What follows belongs to an exercise in optimizing a design on an open flow for small area, a short achievable clock period and few clock cycles per item; a production flow would make more cautious choices.
Where RTL was checked, it was by simulation tests only, not by an equivalence proof against the original.
No activity file was given, so power comes from the tool's default toggle rates.

==> flow/design.v (excerpt) <==
module matmul_engine
#(
    parameter int DATA_WIDTH = matmul_pkg::DEF_DATA_WIDTH,
    parameter int BUS_WIDTH  = matmul_pkg::DEF_BUS_WIDTH,
    parameter int DIM        = matmul_pkg::DEF_DIM
) (
    input  logic                          clk_i,
    input  logic                          rst_i,
    input  logic                          start_i,
    input  logic                          mode_i,
    input  logic [DIM*DATA_WIDTH-1:0]     a_col_i,
    input  logic [DIM*DATA_WIDTH-1:0]     b_row_i,
    input  logic                          op_valid_i,
    output logic                          op_ready_o,
    input  logic [DIM*DIM*BUS_WIDTH-1:0]  c_i,
    output logic [DIM*DIM*BUS_WIDTH-1:0]  m_o,
    output logic [DIM*DIM-1:0]            flags_o,
    output logic                          busy_o,
    output logic                          done_o,
    output logic [$clog2(DIM+1)-1:0]      beat_cnt_o
);
    localparam int CW = $clog2(DIM + 1);
    logic          busy_q, done_q;
    logic [CW-1:0] beat_cnt_q;
    logic          start_ok, accept, last;
    assign start_ok = start_i && !busy_q && !rst_i;
    assign accept   = op_valid_i && busy_q && !rst_i;
    assign last     = (beat_cnt_q == CW'(DIM - 1));
    always_ff @(posedge clk_i) begin
        if (rst_i) begin
            busy_q     <= 1'b0;
            done_q     <= 1'b0;
            beat_cnt_q <= '0;
        end else begin
            done_q <= accept && last;
            if (start_ok) begin
                busy_q     <= 1'b1;
                beat_cnt_q <= '0;
            end else if (accept) begin
                beat_cnt_q <= beat_cnt_q + CW'(1);
                if (last) busy_q <= 1'b0;
            end
        end
    end
    assign op_ready_o = busy_q;
    assign busy_o     = busy_q;
  ...
For scale: ~600 I/O pins.
==> flow/config.mk <==
export PLATFORM = sky130hd
export DESIGN_NAME = matmul_engine
export DESIGN_NICKNAME = matmul_engine
export VERILOG_FILES = /design/flow/design.v
export SDC_FILE = /design/flow/constraint.sdc
export NUM_CORES = 4
export LEC_CHECK = 0
export CAP_MARGIN = 20
export CORE_MARGIN = 2
export CORE_UTILIZATION = 40
export SETUP_SLACK_MARGIN = 2.6
export SLEW_MARGIN = 20
export TNS_END_PERCENT = 10
==> flow/constraint.sdc <==
create_clock -name core_clock -period 7.0 [get_ports {clk_i}]
set_input_delay 1.4000 -clock core_clock [delete_from_list [all_inputs] [get_ports {clk_i}]]
set_output_delay 1.4000 -clock core_clock [all_outputs]
set_load 0.01 [all_outputs]
standard.sh (not shown) runs the stock make flow with config.mk's settings and CLKGATE_MAP_FILE= SYNTH_SCRIPT=/design/flow/synth_recipe.tcl, a recipe that flattens the netlist after the stock synthesis.
==> flow/flow/run.sh <==
#!/bin/bash
# The standard layout, with plain buf_1 cells as the input and output port
# buffers (every port still gets its own buffer). The make output goes to
# standard.log; ORFS's per-step logs stay under orfs/logs/.
set -euo pipefail
export BUFFER_PORTS_ARGS="-buffer_cell sky130_fd_sc_hd__buf_1"
bash standard.sh > standard.log 2>&1
Testbench counts at the start, summed over its fixed seeds: cycles 8,008, items 1,600.
Change:
CAP_MARGIN = 0   (was 20)
SETUP_SLACK_MARGIN = 2.3   (was 2.6)
SLEW_MARGIN = 0   (was 20)
TNS_END_PERCENT = default   (was 10)
Sequential cell count is unchanged; first-iteration DRC count rises by 5.6%; register-to-register slack is worse by 130 ps; via count drops by 3.2%; core utilization came out lower by 3.4 points; design area came out lower by 6.7%; synthesized cell count is unchanged; wire length decreases by 5.6%.


matmul_engine again, from the RTL that the note above started with.
clock: 7.0 ns
lec_check: 0
abc_area: 1
cap_margin: 20
core_margin: 2
core_utilization: 40
setup_slack_margin: 2.9
slew_margin: 20
==> flow/flow/run.sh <==
#!/bin/bash
# The standard layout with two changes to how it is made:
# - plain buf_1 cells as the input and output port buffers (every port still
#   gets its own buffer);
# - yosys synth without its internal "abc -fast" pre-mapping (-noabc), so
#   that the adder extraction sees the full-adder tree as written. Registers
#   and their names are the same as in the standard synthesis.
# The make output goes to standard.log; ORFS's per-step logs stay under
# orfs/logs/.
set -euo pipefail
export BUFFER_PORTS_ARGS="-buffer_cell sky130_fd_sc_hd__buf_1"
export SYNTH_ARGS="-noabc"
bash standard.sh > standard.log 2>&1
The baseline went through all stages and came out clean.
Testbench counts at the start, summed over its fixed seeds: cycles 8,008, items 1,600.
Rerun with:
==> flow/flow/run.sh (replaced) <==
#!/bin/bash
# The standard layout, with plain buf_1 cells as the input and output port
# buffers (every port still gets its own buffer). The make output goes to
# standard.log; ORFS's per-step logs stay under orfs/logs/.
set -euo pipefail
export BUFFER_PORTS_ARGS="-buffer_cell sky130_fd_sc_hd__buf_1"
bash standard.sh > standard.log 2>&1
Settings changed: ABC_AREA 1 to not set, SETUP_SLACK_MARGIN 2.9 to 2.3, TNS_END_PERCENT set to 10.
Synthesized cell count is lower by 11%.
Via count went down by 2.4%.
Wire length is about the same.
Worst setup slack degrades by 0.60 ns.
Clock skew shrinks by 0.0043 ns.
Cell count fell by 9.1%.
Sequential power falls by about 2%.
Rerun with:
==> flow/flow/run.sh (replaced) <==
#!/bin/bash
# The standard layout with two changes to how it is made:
# - plain buf_1 cells as the input and output port buffers (every port still
#   gets its own buffer);
# - yosys synth without its internal "abc -fast" pre-mapping (-noabc), so
#   that the adder extraction sees the full-adder tree as written. Registers
#   and their names are the same as in the standard synthesis.
# The make output goes to standard.log; ORFS's per-step logs stay under
# orfs/logs/.
set -euo pipefail
export BUFFER_PORTS_ARGS="-buffer_cell sky130_fd_sc_hd__buf_1"
export SYNTH_ARGS="-noabc"
bash standard.sh > standard.log 2>&1
Settings changed: ABC_AREA set to 1, SETUP_SLACK_MARGIN 2.3 to 2.7, TNS_END_PERCENT 10 to not set.
Result:
- The new run ran to the end with no violations
- routed wire length is lower by 3.2%
- non-clock buffer count is lower by 32
- hold slack improved by 0.016 ns
- die area barely changes
- count of clock-buffer cells in the layout is higher by 3
- combinational power is lower by about 2%
- first-iteration DRC count is lower by 9.5%
- global-route usage is lower by 0.45 points
Rerun with:
Settings changed: CORE_UTILIZATION 40 to 30, SETUP_SLACK_MARGIN 2.7 to 2.6.
Total power grows by 0.78%.
Utilization came out lower by 12 points.
Combinational power is about the same.
Sequential share of layout area is about the same.
Area after synthesis stays the same.
Wire length rises by about 8%.
Setup slack loses 0.041 ns.
Final cell count is higher by about 6.5%.
Design area barely changes.
Global-route usage fell by 5.2 points.
Rerun with:
==> flow/flow/run.sh (replaced) <==
#!/bin/bash
# The standard layout, with plain buf_1 cells as the input and output port
# buffers (every port still gets its own buffer). The make output goes to
# standard.log; ORFS's per-step logs stay under orfs/logs/.
set -euo pipefail
export BUFFER_PORTS_ARGS="-buffer_cell sky130_fd_sc_hd__buf_1"
bash standard.sh > standard.log 2>&1
Settings changed: ABC_AREA 1 to not set, CORE_UTILIZATION 30 to 40, GPL_ROUTABILITY_DRIVEN set to 0, SETUP_SLACK_MARGIN 2.6 to 2.3.
- utilization increases by 12 points
- via count drops by 1.0%
- worst setup slack degrades by 0.32 ns
- global-route usage climbs by 5.5 points
- register-to-register slack is worse by 0.36 ns
- synthesized area barely changes
Rerun with:
Settings changed: GPL_ROUTABILITY_DRIVEN 0 to not set, SETUP_SLACK_MARGIN 2.3 to 2.5.
=> Register-to-register slack is better by 0.13 ns. Routed wire length came out higher by 4.3%. First-iteration DRC count came out lower by 15%. Worst hold slack is better by 0.013 ns. Core utilization came out higher by 2.8 points. Power came out higher by 9.7%. Setup slack is better by 0.11 ns. Critical path depth came out higher by 1. Via count came out higher by 2.7%.


Setup of run A:
Another version of the RTL of matmul_engine (not shown whole).
For scale: ~5,900 cells after synthesis, about 530 flip-flops, roughly 0.052 mm2 of cells after synthesis.
## matmul_engine
module matmul_engine
#(
    parameter int DATA_WIDTH = matmul_pkg::DEF_DATA_WIDTH,
    parameter int BUS_WIDTH  = matmul_pkg::DEF_BUS_WIDTH,
    parameter int DIM        = matmul_pkg::DEF_DIM
) (
    input  logic                          clk_i,
    input  logic                          rst_i,
    input  logic                          start_i,
    input  logic                          mode_i,
    input  logic [DIM*DATA_WIDTH-1:0]     a_col_i,
    input  logic [DIM*DATA_WIDTH-1:0]     b_row_i,
    input  logic                          op_valid_i,
    output logic                          op_ready_o,
    input  logic [DIM*DIM*BUS_WIDTH-1:0]  c_i,
    output logic [DIM*DIM*BUS_WIDTH-1:0]  m_o,
    output logic [DIM*DIM-1:0]            flags_o,
    output logic                          busy_o,
    output logic                          done_o,
    output logic [$clog2(DIM+1)-1:0]      beat_cnt_o
);
clock: 7.0 ns
lec_check: 0
cap_margin: 20
core_margin: 2
core_utilization: 40
setup_slack_margin: 2.5
slew_margin: 20
run.sh (not shown) runs the stock make flow with config.mk's settings and CLKGATE_MAP_FILE= SYNTH_SCRIPT=/design/flow/synth_recipe.tcl, a recipe that flattens the netlist after the stock synthesis.
Stock flow here: none of the scripts above is used.
Testbench counts of run A, summed over its fixed seeds: cycles 8,008, items 1,600.
## Diff of input files: run B against run A
- a deleted SETUP_SLACK_MARGIN that had been 2.5
--- outcome ---
Measured against each other, run A and run B differ in sequential cell area, the lower figure coming from run B. Relative to run A, the switching power of run B is lower by about 25%. Measured against each other, run A and run B differ in wire length of the first global-routing pass, the lower figure coming from run B. Of run A and run B, the lower first-iteration DRC count belongs to run B. Post-layout utilization of the core: run B < run A. Run B gives less power density of the placed cells than run A did. The lower final total power of run A and run B is in run B. Summary — logic gate share of total power, run B relative to run A: lower, by 6.4 points. Run B falls short of run A in post-DP HPWL.
diff inputs: run B => run C
- an added SETUP_SLACK_MARGIN of 1.5
==> flow/flow/run.sh (new file) <==
#!/bin/bash
# The standard layout, with plain buf_1 cells as the input and output port
# buffers (every port still gets its own buffer). The make output goes to
# standard.log; ORFS's per-step logs stay under orfs/logs/.
set -euo pipefail
export BUFFER_PORTS_ARGS="-buffer_cell sky130_fd_sc_hd__buf_1"
bash standard.sh > standard.log 2>&1
==> flow/standard.sh (new file) <==
#!/bin/bash
# synth_recipe.tcl (not shown) runs the flow's synth.tcl, then flattens the netlist and writes it again
# the make line also repeats each setting of config.mk as NAME=value (left out here)
make -C /OpenROAD-flow-scripts/flow DESIGN_CONFIG=/design/flow/config.mk WORK_HOME=/design/flow/orfs CLKGATE_MAP_FILE= SYNTH_SCRIPT=/design/flow/synth_recipe.tcl "${@:-finish}"
removed: flow/run.sh
--- outcome ---
- Run C — via count 268 higher, run B as reference
- Taking run B as the reference, in run C met3 routing resource usage after global routing moved down; worst setup slack after layout shows an increase of 0.66 ns; via count of the first global-routing pass now smaller; post-placement setup slack grew by 0.37 ns.
- Run C vs run B: count of clock-buffer cells in the layout up
- Looking only at proportion of power drawn by the clock network, and setting everything else aside, the higher value of run B and run C goes to run C.
- Compared with run B, placement density in the core of run C is lower.


matmul_engine with an RTL version that a note above also has.
Size: ~420 flip-flops.
Settings: LEC_CHECK=0, CAP_MARGIN=20, CORE_MARGIN=2, CORE_UTILIZATION=40, CTS_BUF_LIST=sky130_fd_sc_hd__clkbuf_8, SETUP_SLACK_MARGIN=2.3, SLEW_MARGIN=20; clock period 7.0 ns.
standard.sh (not shown) runs the stock make flow with config.mk's settings and CLKGATE_MAP_FILE= SYNTH_SCRIPT=/design/flow/synth_recipe.tcl, a recipe that flattens the netlist after the stock synthesis.
==> flow/flow/run.sh <==
#!/bin/bash
# The standard layout with two changes to how it is made:
# - plain buf_1 cells as the input and output port buffers (every port still
#   gets its own buffer);
# - yosys synth without its internal "abc -fast" pre-mapping (-noabc), so
#   that the adder extraction sees the full-adder tree as written. Registers
#   and their names are the same as in the standard synthesis.
# The make output goes to standard.log; ORFS's per-step logs stay under
# orfs/logs/.
set -euo pipefail
export BUFFER_PORTS_ARGS="-buffer_cell sky130_fd_sc_hd__buf_1"
export SYNTH_ARGS="-noabc"
bash standard.sh > standard.log 2>&1
The first run finished clean.
Testbench counts at the start, summed over its fixed seeds: cycles 8,008, items 1,600.
Then changed:
==> flow/flow/run.sh (replaced) <==
#!/bin/bash
# The standard layout, with plain buf_1 cells as the input and output port
# buffers (every port still gets its own buffer). The make output goes to
# standard.log; ORFS's per-step logs stay under orfs/logs/.
set -euo pipefail
export BUFFER_PORTS_ARGS="-buffer_cell sky130_fd_sc_hd__buf_1"
bash standard.sh > standard.log 2>&1
- CTS_BUF_LIST: sky130_fd_sc_hd__clkbuf_8 -> default
The changed run produced a clean layout.
Via count went up by about 6%.
Global-route usage went up by 2.1 points.
Sequential cell count stays the same.
Routed wire length went up by 8.9%.
Core utilization went down by 0.26 points.
Cell area went up by 1.5%.
Synthesized area went up by about 2.5%.
Die area went up by 2.4%.
Synthesized cell count went up by 8.5%.
Total power went up by about 4%.
Worst setup slack got worse by 0.083 ns.


Another version of the RTL of matmul_engine (not shown whole).
For scale: roughly 5100 cells after synthesis, ~420 flip-flops, roughly 600 I/O pins.
Settings: LEC_CHECK=0, CAP_MARGIN=20, CORE_MARGIN=2, CORE_UTILIZATION=40, SETUP_SLACK_MARGIN=2.3, SLEW_MARGIN=20; clock period 7.0 ns.
==> flow/flow/run.sh <==
#!/bin/bash
# The standard layout, with plain buf_1 cells as the input and output port
# buffers (every port still gets its own buffer). The make output goes to
# standard.log; ORFS's per-step logs stay under orfs/logs/.
set -euo pipefail
export BUFFER_PORTS_ARGS="-buffer_cell sky130_fd_sc_hd__buf_1"
bash standard.sh > standard.log 2>&1
The first run finished with timing, DRC and antenna clean.
Edit:
==> flow/flow/run.sh (replaced) <==
#!/bin/bash
# The standard layout with two changes to how it is made:
# - plain buf_1 cells as the input and output port buffers (every port still
#   gets its own buffer);
# - yosys synth without its internal "abc -fast" pre-mapping (-noabc), so
#   that the adder extraction sees the full-adder tree as written. Registers
#   and their names are the same as in the standard synthesis.
# The make output goes to standard.log; ORFS's per-step logs stay under
# orfs/logs/.
set -euo pipefail
export BUFFER_PORTS_ARGS="-buffer_cell sky130_fd_sc_hd__buf_1"
export SYNTH_ARGS="-noabc"
bash standard.sh > standard.log 2>&1
ABC_AREA = 1   (was not set)
SETUP_SLACK_MARGIN = 2.6   (was 2.3)
What happened: Cell area is lower slightly; die area is lower slightly; global-route usage hardly moves; sequential cell count stays the same; first-iteration DRC count is lower by a few percent; non-clock buffer count is lower by 63; worst setup slack gains 0.37 ns.
Function was not checked in any run of this note: the RTL went through the layout flow alone.


## yarrow
RTL: one of the versions met above, not the one the previous note started from.
For scale: ~5900 cells after synthesis, roughly 530 flip-flops, about 600 I/O pins.
export LEC_CHECK = 0
export CAP_MARGIN = 20
export CORE_MARGIN = 2
export CORE_UTILIZATION = 40
export SETUP_SLACK_MARGIN = 2.0
export SLEW_MARGIN = 20
create_clock -name core_clock -period 7.0 [get_ports {clk_i}]
==> flow/flow/run.sh <==
#!/bin/bash
# The standard layout, with plain buf_1 cells as the input and output port
# buffers (every port still gets its own buffer). The make output goes to
# standard.log; ORFS's per-step logs stay under orfs/logs/.
set -euo pipefail
export BUFFER_PORTS_ARGS="-buffer_cell sky130_fd_sc_hd__buf_1"
bash standard.sh > standard.log 2>&1
Testbench counts of yarrow, summed over its fixed seeds: cycles 8,008, items 1,600.
## Diff of input files: harbor against yarrow
==> flow/run.sh (new file) <==
#!/bin/bash
# synth_recipe.tcl (not shown) runs the flow's synth.tcl, then flattens the netlist and writes it again
# the make line also repeats each setting of config.mk as NAME=value (left out here)
make -C /OpenROAD-flow-scripts/flow DESIGN_CONFIG=/design/flow/config.mk WORK_HOME=/design/flow/orfs CLKGATE_MAP_FILE= SYNTH_SCRIPT=/design/flow/synth_recipe.tcl finish
removed: flow/flow/run.sh
removed: flow/standard.sh
Results
- When harbor is measured against yarrow, its slew at the pin closest to its max-slew limit turns out 0.21 ns lower.
- Side by side, clock latency on the worst-skew pair turned out lower in harbor than in yarrow.
- Via count sits higher in harbor than in yarrow.
- Lower share of post-route cells with drive strength above 1 was reported by yarrow, not harbor.
- Taking yarrow as the reference, in harbor cell leakage power rose by 13%, total power of the final layout rose by 14%, count of buffer and inverter cells on the critical path fell by 1, ratio of final minimum period to clock period rose by 0.37 points.
- Compared with yarrow, harbor shows fraction of the core area covered by cells at the end of the flow higher by 4.1 points.
- yarrow ended up with rst_i as its startpoint of the worst setup timing path; harbor ended up with g_row[1].g_col[1].u_pe.c_q[0].
- [harbor vs yarrow] maximum frequency: lower in harbor
Here is what was changed in the inputs of juniper compared with harbor.
Settings: changing SETUP_SLACK_MARGIN from 2.0 to 1.5.
Of juniper and harbor, the run reporting the lower global-route usage was juniper. Going from harbor to juniper, total power now smaller, final clock period utilization by the worst path went up. Higher slack of the critical path among juniper and harbor: harbor. Changes observed in juniper relative to harbor: sequential group share of total power shows an increase of 0.4 points; core occupancy in the finished layout fell 1.7 points.

-- port drivers added, routing unchanged --
The results above use ideal ports. As a check the final layouts listed here were re-extracted and re-timed, cells and wires unchanged. Step 1 sets driving cells, clkbuf_16 on the clock port and buf_2 on the other inputs (assumed; they add their load-dependent delay and slew). Step 2 adds t to the input delays and takes it off the output delays; t is the mean of the earliest and latest rising clock arrival at the registers after step 1. Input paths then give back, and output paths get back, about the clock's delay inside the block. Three values: ideal ports, drivers, drivers and shift; two values: the first two.
run	t (ns)	setup slack, ns	worst setup path at the end	latest minus earliest clock arrival (ns)	worst register clock-pin slew, ns
the first run of note 1	0.744	2.416 / 2.341 / 1.857	input to register	0.046 / 0.047	0.07 / 0.07
the second run of note 1	0.722	2.370 / 2.298 / 1.686	input to register	0.045 / 0.045	0.08 / 0.08
the first run of note 2	0.730	2.893 / 2.877 / 2.212	input to register	0.028 / 0.027	0.07 / 0.07
the second run of note 2	0.707	2.294 / 2.225 / 1.674	input to register	0.025 / 0.026	0.06 / 0.06
the third run of note 2	0.736	2.721 / 2.647 / 2.022	input to register	0.029 / 0.029	0.07 / 0.07
the fourth run of note 2	0.732	2.679 / 2.651 / 1.919	input to register	0.026 / 0.026	0.07 / 0.07
the fifth run of note 2	0.725	2.355 / 2.286 / 1.712	input to register	0.059 / 0.058	0.07 / 0.07
the sixth run of note 2	0.727	2.464 / 2.390 / 1.797	input to register	0.060 / 0.060	0.08 / 0.08
run A	0.711	2.158 / 2.084 / 1.893	input to register	0.025 / 0.026	0.07 / 0.07
run B	0.717	1.036 / 0.962 / 0.836	input to register	0.028 / 0.028	0.07 / 0.07
run C	0.733	1.698 / 1.624 / 1.233	input to register	0.027 / 0.028	0.06 / 0.06
the first run of note 4	0.802	2.391 / 2.317 / 1.657	input to register	0.047 / 0.046	0.07 / 0.07
the second run of note 4	0.718	2.308 / 2.237 / 1.736	input to register	0.041 / 0.041	0.08 / 0.08
the first run of note 5	0.721	2.299 / 2.311 / 1.633	input to register	0.034 / 0.034	0.07 / 0.07
the second run of note 5	0.737	2.667 / 2.632 / 1.945	input to register	0.025 / 0.026	0.07 / 0.07
yarrow	0.733	2.047 / 2.036 / 1.365	input to register	0.024 / 0.024	0.06 / 0.06
harbor	0.716	2.021 / 1.947 / 1.420	input to register	0.029 / 0.029	0.07 / 0.07
juniper	0.716	1.590 / 1.516 / 0.957	input to register	0.025 / 0.025	0.07 / 0.07
After both steps setup and hold are still met in every run listed. For the fourth run of note 2, which loses most, drivers alone change the setup slack by -0.028 ns; drivers and shift together by -0.760 ns.
